What follows belongs to an exercise in optimizing a design on an open flow for small area; a production flow would make more cautious choices.
Function was checked by simulation only, so behaviour that the tests miss may differ from the original.
No activity file was given, so power comes from the tool's default toggle rates.

before:
## local_move
module local_move
(
    input  logic        clk,
    input  logic        rst_n,
    input  logic        clause_write,
    input  logic [1:0]  clause_index,
    input  logic [15:0] clause_data,
    input  logic [3:0]  clause_enable,
    input  logic [9:0]  current,
    input  logic [1:0]  bool_propose_enable,
    input  logic [1:0]  int_propose_enable,
    input  logic        start,
    output logic [11:0] gains,
    output logic [2:0]  best_gain,
    output logic [9:0]  best_assignment,
    output logic        done
);
    wire [15:0] wdata = {clause_data[15:4],
                         clause_data[3] & clause_data[2], clause_data[3] & ~clause_data[2],
                         clause_data[1] & clause_data[0], clause_data[1] & ~clause_data[0]};
    logic [15:0] cl0, cl1, cl2, cl3;
    logic [3:0]  cv;
    always_ff @(posedge clk)
    begin
        if (clause_write && clause_index == 2'd0) cl0 <= wdata;
        if (clause_write && clause_index == 2'd1) cl1 <= wdata;
        if (clause_write && clause_index == 2'd2) cl2 <= wdata;
        if (clause_write && clause_index == 2'd3) cl3 <= wdata;
    end
    always_ff @(posedge clk or negedge rst_n)
    begin
        if (!rst_n)
            cv <= '0;
        else if (clause_write)
            cv[clause_index] <= 1'b1;
    end
    wire [3:0] x  = current[3:0];
    wire [3:0] y  = current[7:4];
    wire       p0 = current[8];
    wire       p1 = current[9];
    wire       xw = (current[3:0] == 4'd7);   
    wire       yw = (current[7:4] == 4'd7);
    wire [3:0] sat0, sat1, sat2, sat3, sat4;
    wire [15:0] c_0 = cl0;
    wire [3:0] b_0 = c_0[7:4];
    wire [3:0] c0_0 = c_0[11:8];
    wire [3:0] c1_0 = c_0[15:12];
  ...
Size: ~120 flip-flops, ~66 I/O pins.
==> flow/config.mk <==
export PLATFORM = sky130hd
export DESIGN_NAME = local_move
export DESIGN_NICKNAME = local_move
export VERILOG_FILES = /design/flow/design.v
export SDC_FILE = /design/flow/constraint.sdc
export NUM_CORES = 4
export LEC_CHECK = 0
export CAP_MARGIN = 20
export CORE_MARGIN = 2
export CORE_UTILIZATION = 75
export CTS_BUF_LIST = sky130_fd_sc_hd__clkbuf_4
export SLEW_MARGIN = 20
export SYNTH_HIERARCHICAL = 1
==> flow/constraint.sdc <==
create_clock -name core_clock -period 12.0 [get_ports {clk}]
set_input_delay 2.4000 -clock core_clock [delete_from_list [all_inputs] [get_ports {clk}]]
set_output_delay 2.4000 -clock core_clock [all_outputs]
set_load 0.01 [all_outputs]
standard.sh (not shown) runs the stock make flow with config.mk's settings and CLKGATE_MAP_FILE= SYNTH_SCRIPT=/design/flow/synth_recipe.tcl, a recipe that flattens the netlist after the stock synthesis.
==> flow/flow/run.sh <==
#!/bin/bash
# Standard ORFS layout with two changes: the ports are buffered with the smallest
# plain buffer, and clock tree synthesis adds no dummy load cells.
set -euo pipefail
export BUFFER_PORTS_ARGS="-buffer_cell sky130_fd_sc_hd__buf_1"
export CTS_ARGS="-sink_clustering_enable -repair_clock_nets -buf_list sky130_fd_sc_hd__clkbuf_4 -sink_clustering_buffer sky130_fd_sc_hd__clkbuf_8 -dont_use_dummy_load"
bash standard.sh > standard.log 2>&1
Changes in after relative to before:
--- a/flow/flow/run.sh
+++ b/flow/flow/run.sh
@@ -6 +6 @@
-export CTS_ARGS="-sink_clustering_enable -repair_clock_nets -buf_list sky130_fd_sc_hd__clkbuf_4 -sink_clustering_buffer sky130_fd_sc_hd__clkbuf_8 -dont_use_dummy_load"
+export CTS_ARGS="-sink_clustering_enable -repair_clock_nets -root_buf sky130_fd_sc_hd__clkbuf_16 -buf_list sky130_fd_sc_hd__clkbuf_4 -dont_use_dummy_load"
## What came out
Every stage of the flow completed for after, and the final layout passed the timing, design-rule and antenna checks.
after ended up with a lower maximum achievable frequency than before did.
As far as routed wire length is concerned, after and before perform about the same.
before and after ended up with roughly the same power spent charging and discharging nets.
Relative to before, latest clock arrival within the worst-skew pair decreased by 190 ps in after.
In the reports for before and after, the larger portion of total power attributed to the clock network belongs to after.
On after: final worst slack is 180 ps lower than what before gave.

== rev 12 ==
Starting RTL as in the previous note.
Settings: LEC_CHECK=0, CAP_MARGIN=20, CORE_MARGIN=2, CORE_UTILIZATION=75, CTS_BUF_LIST=sky130_fd_sc_hd__clkbuf_8, SLEW_MARGIN=20, SYNTH_HIERARCHICAL=1; clock period 12.0 ns.
==> flow/flow/run.sh <==
#!/bin/bash
# Standard ORFS layout with two changes: the ports are buffered with the smallest
# plain buffer, and clock tree synthesis adds no dummy load cells.
set -euo pipefail
export BUFFER_PORTS_ARGS="-buffer_cell sky130_fd_sc_hd__buf_1"
export CTS_ARGS="-sink_clustering_enable -repair_clock_nets -buf_list sky130_fd_sc_hd__clkbuf_8 -dont_use_dummy_load"
bash standard.sh > standard.log 2>&1
Rev 12 completed end to end with timing, DRC and antenna clean.
Here is what was changed in the inputs of rev 13 compared with rev 12.
Settings: swapping 75 for 85 in CORE_UTILIZATION.
--- outcome ---
Taking rev 12 as the reference, in rev 13 post-detailed-placement cell area stayed essentially flat, via count rose by 690, final non-filler cell area stayed essentially flat, switching power rose by about 14%. Of the two candidates, rev 12 has the better overall power of the completed layout and rev 13 the worse one. Looking at hold slack, rev 13 sits 12 ps higher than rev 12 does. The wire length in rev 12 is 0.835 times that in rev 13. Rev 12 has a higher growth of design area from synthesis to finish than rev 13.

Setup of build 20:
Another version of the RTL of local_move (not shown whole).
Size in the first run: roughly 120 flip-flops, about 66 I/O pins, ~9900 sq um of cells after synthesis.
Settings: LEC_CHECK=0, CAP_MARGIN=20, CORE_MARGIN=2, CORE_UTILIZATION=65, CTS_BUF_LIST=sky130_fd_sc_hd__clkbuf_8, SLEW_MARGIN=20, SYNTH_HIERARCHICAL=1; clock period 12.0 ns.
Scripts as last shown in full above: flow/flow/run.sh
Build 20 completed end to end with timing, DRC and antenna clean.
[inputs] build 54 vs build 20
==> flow/run.sh (new file) <==
#!/bin/bash
# synth_recipe.tcl (not shown) runs the flow's synth.tcl, then flattens the netlist and writes it again
# the make line also repeats each setting of config.mk as NAME=value (left out here)
make -C /OpenROAD-flow-scripts/flow DESIGN_CONFIG=/design/flow/config.mk WORK_HOME=/design/flow/orfs CLKGATE_MAP_FILE= SYNTH_SCRIPT=/design/flow/synth_recipe.tcl finish
-- flow/config.mk --
<<< build 20, line 10
export CORE_UTILIZATION = 65
export CTS_BUF_LIST = sky130_fd_sc_hd__clkbuf_8
export SLEW_MARGIN = 20
>>> build 54, line 10
export CORE_UTILIZATION = 65
export CTS_BUF_LIST = sky130_fd_sc_hd__clkbuf_4 sky130_fd_sc_hd__clkbuf_8
export SLEW_MARGIN = 20
removed: flow/flow/run.sh
removed: flow/standard.sh
Findings:
- Build 54 did not stop at any stage, and its layout met the timing, design-rule and antenna checks.
- In the metrics for build 54 and build 20, the one carrying the higher routed wire length is build 20.
- As far as die boundary width goes, build 54 and build 20 are indistinguishable; the numbers are identical.
- Per the comparison of build 54 with build 20, detailed route wirelength on metal3 +15%, routability congestion estimate +about 3.6%, number of nets with antenna violations after detailed routing ~0 delta, cell depth of the worst min-delay path ~0 delta.
- Changes observed in build 54 relative to build 20: internal power contribution climbed 0.10 mW, met3 global-route usage neither gained nor lost much, total power of the final layout saw an increase.
Relative to build 54, the following input files were edited for build 69:
-- flow/config.mk --
<<< build 54, line 9
export CORE_MARGIN = 2
export CORE_UTILIZATION = 65
export CTS_BUF_LIST = sky130_fd_sc_hd__clkbuf_4 sky130_fd_sc_hd__clkbuf_8
export SLEW_MARGIN = 20
>>> build 69, line 9
export CORE_MARGIN = 2
export CORE_UTILIZATION = 40
export SLEW_MARGIN = 20
### Flow results
- [compare] base=build 54 new=build 69: placed wire-length estimate shows an increase of 1.1%, count of inserted antenna diode cells shows no meaningful change, source-to-sink clock delay at the later pin of the worst-skew pair shows a reduction of 40 ps, fraction of the mapped netlist area in adder cells shows no meaningful change, critical path depth shows an increase of 2.
- Against build 54, build 69 comes in 11 points lower on global-route usage.
Inputs modified between build 69 and build 14:
==> flow/flow/run.sh (new file) <==
#!/bin/bash
# Standard ORFS layout; the only change is the cell used to buffer the ports
# (the smallest plain buffer instead of the flow's default pick).
set -euo pipefail
export BUFFER_PORTS_ARGS="-buffer_cell sky130_fd_sc_hd__buf_1"
bash standard.sh > standard.log 2>&1
==> flow/standard.sh (new file) <==
#!/bin/bash
# synth_recipe.tcl (not shown) runs the flow's synth.tcl, then flattens the netlist and writes it again
# the make line also repeats each setting of config.mk as NAME=value (left out here)
make -C /OpenROAD-flow-scripts/flow DESIGN_CONFIG=/design/flow/config.mk WORK_HOME=/design/flow/orfs CLKGATE_MAP_FILE= SYNTH_SCRIPT=/design/flow/synth_recipe.tcl "${@:-finish}"
-- flow/config.mk --
<<< build 69, line 9
export CORE_MARGIN = 2
export CORE_UTILIZATION = 40
export SLEW_MARGIN = 20
>>> build 14, line 9
export CORE_MARGIN = 2
export CORE_UTILIZATION = 65
export CTS_BUF_LIST = sky130_fd_sc_hd__clkbuf_8
export SLEW_MARGIN = 20
removed: flow/run.sh
==> comparison <==
Final cycle utilization of the critical path delta for build 14 relative to build 69: 3.3 points lower. Comparing global-route usage for build 14 and build 69, the bigger number came from build 14. Build 14 reports a lower internal reg-to-reg setup slack than build 69 does. Build 14 against build 69; routed length on met1 is down by a few percent. Build 14 vs build 69 — met1 demand-to-capacity share in global routing rose 15 points. Re routed wire length: build 14 and build 69 aren't equal, and the higher value belongs to build 14. In the reports for build 14 and build 69, the smaller clock insertion delay at the later pin of the skew report belongs to build 69. The clock network fraction of total power in build 14 was lower than what build 69 gave.

## job 102
Starting RTL as in the previous note.
Settings: LEC_CHECK=0, CAP_MARGIN=20, CORE_MARGIN=2, CORE_UTILIZATION=40, SLEW_MARGIN=20, SYNTH_HIERARCHICAL=1; clock period 12.0 ns.
==> flow/flow/run.sh <==
#!/bin/bash
# Standard ORFS layout; the only change is the cell used to buffer the ports
# (the smallest plain buffer instead of the flow's default pick).
set -euo pipefail
export BUFFER_PORTS_ARGS="-buffer_cell sky130_fd_sc_hd__buf_1"
bash standard.sh > standard.log 2>&1
### job 102 -> job 105
- an added CTS_CLUSTER_SIZE of 40
- a change of CORE_UTILIZATION from 40 to 65
- an added CTS_CLUSTER_DIAMETER of 60
- an added CTS_BUF_LIST of sky130_fd_sc_hd__clkbuf_8
==> summary.txt <==
- Status | job 105 and job 102 | clean
- [compare] base=job 102 new=job 105: floorplan row count shows a reduction of about 20%, via count of the first global-routing pass shows an increase of 171.
- Diff job 102 -> job 105: detailed-placement wirelength estimate has increased, power density over the cells has remained practically unchanged, total via count in the routed design has increased.
- Job 105 does better than job 102 on die area.
- In job 105 the utilization turned out 26 points higher than in job 102.
- Job 105 vs job 102: routed metal-1 wirelength down in job 105
- Relative to job 102, power share of the combinational group has increased by 3.3 points in job 105.

static timing again, ports no longer ideal:
The flow's constraints put no driver on any port. The routed layouts listed below were extracted and timed again, unchanged, in two steps. Step 1, drivers: a clkbuf_16 drives clk and a buf_2 each remaining input, both assumed. Step 2 also shifts input and output timing later by t, the mid clock arrival at the registers, as if the neighbouring blocks saw the same clock. Three values: no drivers, after step 1, after step 2; two values: the first two.
run | t, ns | setup WS [ns] | hold slack, ns | worst register clock-pin slew, ns | cell pins on the clock port's net
before | 0.581 | 1.753 / 1.765 / 1.184 | 0.490 / 0.490 / 0.490 | 0.13 / 0.13 | 1
after | 0.407 | 1.568 / 1.592 / 1.185 | 0.491 / 0.491 / 0.491 | 0.13 / 0.13 | 1
rev 12 | 0.483 | 1.515 / 1.533 / 1.050 | 0.491 / 0.491 / 0.491 | 0.08 / 0.08 | 1
rev 13 | 0.488 | 1.455 / 1.471 / 0.983 | 0.503 / 0.503 / 0.503 | 0.08 / 0.08 | 1
build 20 | 0.466 | 1.415 / 1.425 / 0.960 | 0.474 / 0.474 / 0.474 | 0.08 / 0.08 | 1
build 54 | 0.490 | 1.015 / 1.022 / 0.532 | 0.482 / 0.482 / 0.482 | 0.10 / 0.10 | 1
build 69 | 0.463 | 1.004 / 1.022 / 0.559 | 0.478 / 0.478 / 0.478 | 0.07 / 0.07 | 1
build 14 | 0.482 | 1.405 / 1.414 / 0.931 | 0.475 / 0.475 / 0.475 | 0.08 / 0.08 | 1
job 102 | 0.469 | 1.503 / 1.517 / 1.048 | 0.481 / 0.481 / 0.481 | 0.07 / 0.07 | 1
job 105 | 0.482 | 1.405 / 1.414 / 0.931 | 0.475 / 0.475 / 0.475 | 0.08 / 0.08 | 1
After both steps every run listed still meets setup and hold. For before, which loses most, drivers alone change the setup slack by +0.012 ns; drivers and shift together by -0.569 ns.
